Context: an optimization exercise on an open-source flow, tuned for small area, a short achievable clock period and few clock cycles. The choices shown serve that exercise and are no tape-out recipe. The RTL was checked by simulation tests, not by an equivalence proof against the original design. Power and IR drop assume default switching activity.

==> flow/design.v (excerpt) <==
module gpu_property_tlv_parser (
   input  logic         clock,
   input  logic         reset,
   input  logic         req_tvalid,
   output logic         req_tready,
   input  logic [7:0]   req_tdata,
   input  logic         req_tlast,
   output logic         rsp_tvalid,
   input  logic         rsp_tready,
   output logic [399:0] rsp_tdata,
   output logic [1:0]   rsp_tuser
);
   logic        val_ff;       
   logic [2:0]  pos_ff;       
   logic [1:0]  len_ff;       
   logic [6:0]  idlo_ff;      
   logic        hiz_ff;       
   logic [7:0][7:0] acc_ff;   
   logic [9:0]  lsel_ff;      
   logic        seen_ff;      
   logic        fin_ff;       
   logic        trunc_ff;     
   logic        busy_ff;      
   logic        clr_ff;       
   logic        p2_ff;        
   logic        p2st_ff;      
   logic        rvalid_ff;
   logic [1:0]  status_ff;
   logic        rdy_ff;
   logic [399:0] store_ff;
   logic        accept, tl_acc, hand, pres;
   logic [2:0]  last_pos;
   logic        val_done;
   logic        val_d;
   logic        busy_d, p2_d;
   logic [9:0]  match;
   logic [9:0]  csel;         
   logic        trunc_now;
   assign accept = req_tvalid && rdy_ff;
   assign tl_acc = accept && req_tlast;
   assign hand   = rvalid_ff && rsp_tready;
   assign pres   = p2_ff && (clr_ff || !busy_ff);
   always_comb begin
  ...
==> module gpu_property_tlv_parser, before the edit <==
module gpu_property_tlv_parser (
   input  logic         clock,
   input  logic         reset,
   input  logic         req_tvalid,
   output logic         req_tready,
   input  logic [7:0]   req_tdata,
   input  logic         req_tlast,
   output logic         rsp_tvalid,
   input  logic         rsp_tready,
   output logic [399:0] rsp_tdata,
   output logic [1:0]   rsp_tuser
);
   logic        val_ff;       
   logic [2:0]  pos_ff;       
   logic [1:0]  len_ff;       
   logic [6:0]  idlo_ff;      
   logic        hiz_ff;       
   logic [7:0][7:0] acc_ff;   
   logic [9:0]  lsel_ff;      
   logic        seen_ff;      
   logic        fin_ff;       
   logic        trunc_ff;     
   logic        busy_ff;      
   logic        clr_ff;       
   logic        p2_ff;        
   logic        p2st_ff;      
   logic        rvalid_ff;
   logic [1:0]  status_ff;
   logic        rdy_ff;
   logic [399:0] store_ff;
   logic        accept, tl_acc, hand, pres;
   logic [2:0]  last_pos;
   logic        val_done;
   logic        val_d;
   logic        busy_d, p2_d;
   logic [9:0]  match;
   logic [9:0]  csel;         
   logic        trunc_now;
   assign accept = req_tvalid && rdy_ff;
   assign tl_acc = accept && req_tlast;
   assign hand   = rvalid_ff && rsp_tready;
   assign pres   = p2_ff && (clr_ff || !busy_ff);
   always_comb begin
      case (len_ff)
         2'd0:    last_pos = 3'd0;
         2'd1:    last_pos = 3'd1;
         2'd2:    last_pos = 3'd3;
         default: last_pos = 3'd7;
      endcase
   end
   assign val_done  = val_ff && (pos_ff == last_pos);
   assign trunc_now = val_ff ? !val_done : (pos_ff[1:0] == 2'd3);
   always_comb begin
      match = '0;
      if (hiz_ff) begin
         case (idlo_ff)
            gptlv_pkg::IdProduct:  match[0] = 1'b1;
            gptlv_pkg::IdVersion:  match[1] = 1'b1;
            gptlv_pkg::IdMinorRev: match[2] = 1'b1;
            gptlv_pkg::IdMajorRev: match[3] = 1'b1;
            gptlv_pkg::IdFreq:     match[4] = 1'b1;
            gptlv_pkg::IdMemory:   match[5] = 1'b1;
            gptlv_pkg::IdShader:   match[6] = 1'b1;
            gptlv_pkg::IdTiler:    match[7] = 1'b1;
            gptlv_pkg::IdL2:       match[8] = 1'b1;
            gptlv_pkg::IdEngines:  match[9] = 1'b1;
            default: ;
         endcase
      end
   end
   assign csel = clr_ff ? 10'd0 : lsel_ff;
   always_comb begin
      val_d = val_ff;
      if (reset) val_d = 1'b0;
      else if (accept) begin
         if (req_tlast) val_d = 1'b0;
         else if (val_ff) val_d = !val_done;
         else val_d = (pos_ff[1:0] == 2'd3);
      end
   end
   always_comb begin
      busy_d = busy_ff;
      p2_d   = p2_ff;
      if (reset) begin
         busy_d = 1'b0;
         p2_d   = 1'b0;
      end else begin
         if (tl_acc && !busy_ff) busy_d = 1'b1;
         else if (pres) busy_d = 1'b1;
         else if (clr_ff) busy_d = 1'b0;
         if (tl_acc && busy_ff) p2_d = 1'b1;
         else if (pres) p2_d = 1'b0;
      end
   end
   always_ff @(posedge clock) begin
      if (reset) begin
         val_ff <= 1'b0;
         pos_ff <= '0;
      end else if (accept) begin
         val_ff <= val_d;
         if (req_tlast) begin
            pos_ff <= '0;
         end else if (val_ff) begin
            pos_ff <= val_done ? 3'd0 : pos_ff + 3'd1;
         end else begin
            pos_ff <= (pos_ff[1:0] == 2'd3) ? 3'd0 : pos_ff + 3'd1;
         end
      end
   end
   always_ff @(posedge clock) begin
      if (accept && !val_ff) begin
         case (pos_ff[1:0])
            2'd0: begin
               len_ff       <= req_tdata[1:0];
               idlo_ff[5:0] <= req_tdata[7:2];
            end
            2'd1: begin
               idlo_ff[6] <= req_tdata[0];
               hiz_ff     <= (req_tdata[7:1] == 7'd0);
            end
            default: hiz_ff <= hiz_ff && (req_tdata == 8'd0);
         endcase
      end
   end
   logic [7:0] acc_din;
   assign acc_din = (val_ff && !reset) ? req_tdata : 8'd0;
   for (genvar i = 0; i < 8; i++) begin : g_lane
      always_ff @(posedge clock) begin
         if (reset || !val_ff || (accept && pos_ff == 3'(i))) acc_ff[i] <= acc_din;
      end
   end
   always_ff @(posedge clock) begin
      if (reset) begin
         lsel_ff <= '1;
         fin_ff  <= 1'b0;
         seen_ff <= 1'b0;
      end else begin
         lsel_ff <= (accept && val_done) ? match : 10'd0;
         if (hand) lsel_ff <= '1;
         fin_ff  <= tl_acc && !busy_ff;
         if (fin_ff) seen_ff <= 1'b0;
         else if (csel[0]) seen_ff <= 1'b1;
      end
      trunc_ff <= trunc_now;
   end
   always_ff @(posedge clock) begin
      if (reset) begin
         rvalid_ff <= 1'b0;
         clr_ff    <= 1'b1;
         rdy_ff    <= 1'b1;
      end else begin
         if (fin_ff || pres) rvalid_ff <= 1'b1;
         else if (hand) rvalid_ff <= 1'b0;
         clr_ff <= hand;
         rdy_ff <= !p2_d && !(busy_d && val_d);
      end
      busy_ff <= busy_d;
      p2_ff   <= p2_d;
      if (tl_acc && busy_ff) p2st_ff <= trunc_now;
      if (fin_ff) begin
         if (trunc_ff) status_ff <= gptlv_pkg::STATUS_TRUNCATED;
         else if (seen_ff || csel[0]) status_ff <= gptlv_pkg::STATUS_OK;
         else status_ff <= gptlv_pkg::STATUS_NO_PRODUCT;
      end else if (pres) begin
         status_ff <= p2st_ff ? gptlv_pkg::STATUS_TRUNCATED : gptlv_pkg::STATUS_NO_PRODUCT;
      end
   end
   logic [63:0] src;
   logic [9:0]  load;
   assign src  = acc_ff;
   assign load = lsel_ff;
   always_ff @(posedge clock) begin
      if (load[0]) store_ff[31:0]    <= src[31:0];
      if (load[1]) store_ff[47:32]   <= src[15:0];
      if (load[2]) store_ff[63:48]   <= src[15:0];
      if (load[3]) store_ff[79:64]   <= src[15:0];
      if (load[4]) store_ff[111:80]  <= src[31:0];
      if (load[5]) store_ff[175:112] <= src;
      if (load[6]) store_ff[239:176] <= src;
      if (load[7]) store_ff[303:240] <= src;
      if (load[8]) store_ff[367:304] <= src;
      if (load[9]) store_ff[399:368] <= src[31:0];
   end
   assign req_tready = rdy_ff;
   assign rsp_tvalid = rvalid_ff;
   assign rsp_tuser  = status_ff;
   assign rsp_tdata  = store_ff;
endmodule
export LEC_CHECK = 0
export CAP_MARGIN = 20
export CORE_MARGIN = 2
export CORE_UTILIZATION = 40
export CTS_CLUSTER_DIAMETER = 60
export CTS_CLUSTER_SIZE = 25
export PLACE_DENSITY = 0.45
export SETUP_SLACK_MARGIN = 2.9
export SLEW_MARGIN = 20
create_clock -name core_clock -period 5.0 [get_ports {clock}]
run.sh (not shown) runs the stock make flow with config.mk's settings and CLKGATE_MAP_FILE= SYNTH_SCRIPT=/design/flow/synth_recipe.tcl, a recipe that flattens the netlist after the stock synthesis.
Testbench counts at the start, summed over its fixed seeds: cycles 28,137.
Edit:
--- a/flow/design.v
+++ b/flow/design.v
@@ -139,9 +139,7 @@
       end
    end
-   logic [7:0] acc_din;
-   assign acc_din = (val_ff && !reset) ? req_tdata : 8'd0;
    for (genvar i = 0; i < 8; i++) begin : g_lane
       always_ff @(posedge clock) begin
-         if (reset || !val_ff || (accept && pos_ff == 3'(i))) acc_ff[i] <= acc_din;
+         if (accept && val_ff && pos_ff == 3'(i)) acc_ff[i] <= req_tdata;
       end
    end
@@ -184,5 +182,10 @@
    logic [63:0] src;
    logic [9:0]  load;
-   assign src  = acc_ff;
+   for (genvar b = 0; b < 8; b++) begin : g_src
+      logic keep;
+      assign keep = !clr_ff && (len_ff == 2'd3 || (len_ff == 2'd2 && b < 4) ||
+                                (len_ff == 2'd1 && b < 2) || b == 0);
+      assign src[8*b +: 8] = keep ? acc_ff[b] : 8'd0;
+   end
    assign load = lsel_ff;
    always_ff @(posedge clock) begin
Effect: Global-route usage hardly moves. Non-clock buffer count went up by 2. Die area increases by 2.6%. Worst hold slack gets worse by 4.4 ps. Sequential power rises by about 2%. Setup slack loses 61 ps. Wire length increases by 2.9%. Final area goes up by 3.1%. Register-to-register slack improves by 70 ps. Total power went up by 6.9%. Core utilization rises by 0.14 points.
Testbench counts after the change, summed over its fixed seeds: cycles 28,137.

## static timing again, ports no longer ideal
How much do the figures lean on ideal ports? The routed layouts below were timed once more, with nothing changed but the port constraints.
Step 1 sets driving cells, clkbuf_16 on the clock port and buf_2 on the other inputs (assumed; they add their load-dependent delay and slew).
Step 2 moves the port delays by t, midway between the first and last clock arrival at a register: inputs arrive t later, outputs are due t later. That takes back most of the time a late clock gives input paths.
Slacks: no drivers / after step 1 / after step 2; pairs: no drivers / after step 1.
run | t (ns) | slack for setup (ns) | worst hold slack (ns)
the first run | 0.577 | 2.916 / 2.862 / 2.401 | 0.515 / 0.515 / 0.515
the second run | 0.610 | 2.855 / 2.802 / 2.423 | 0.510 / 0.510 / 0.510
After both steps setup and hold are still met in every run listed. For the first run, which loses most, drivers alone change the setup slack by -0.054 ns; drivers and shift together by -0.515 ns.
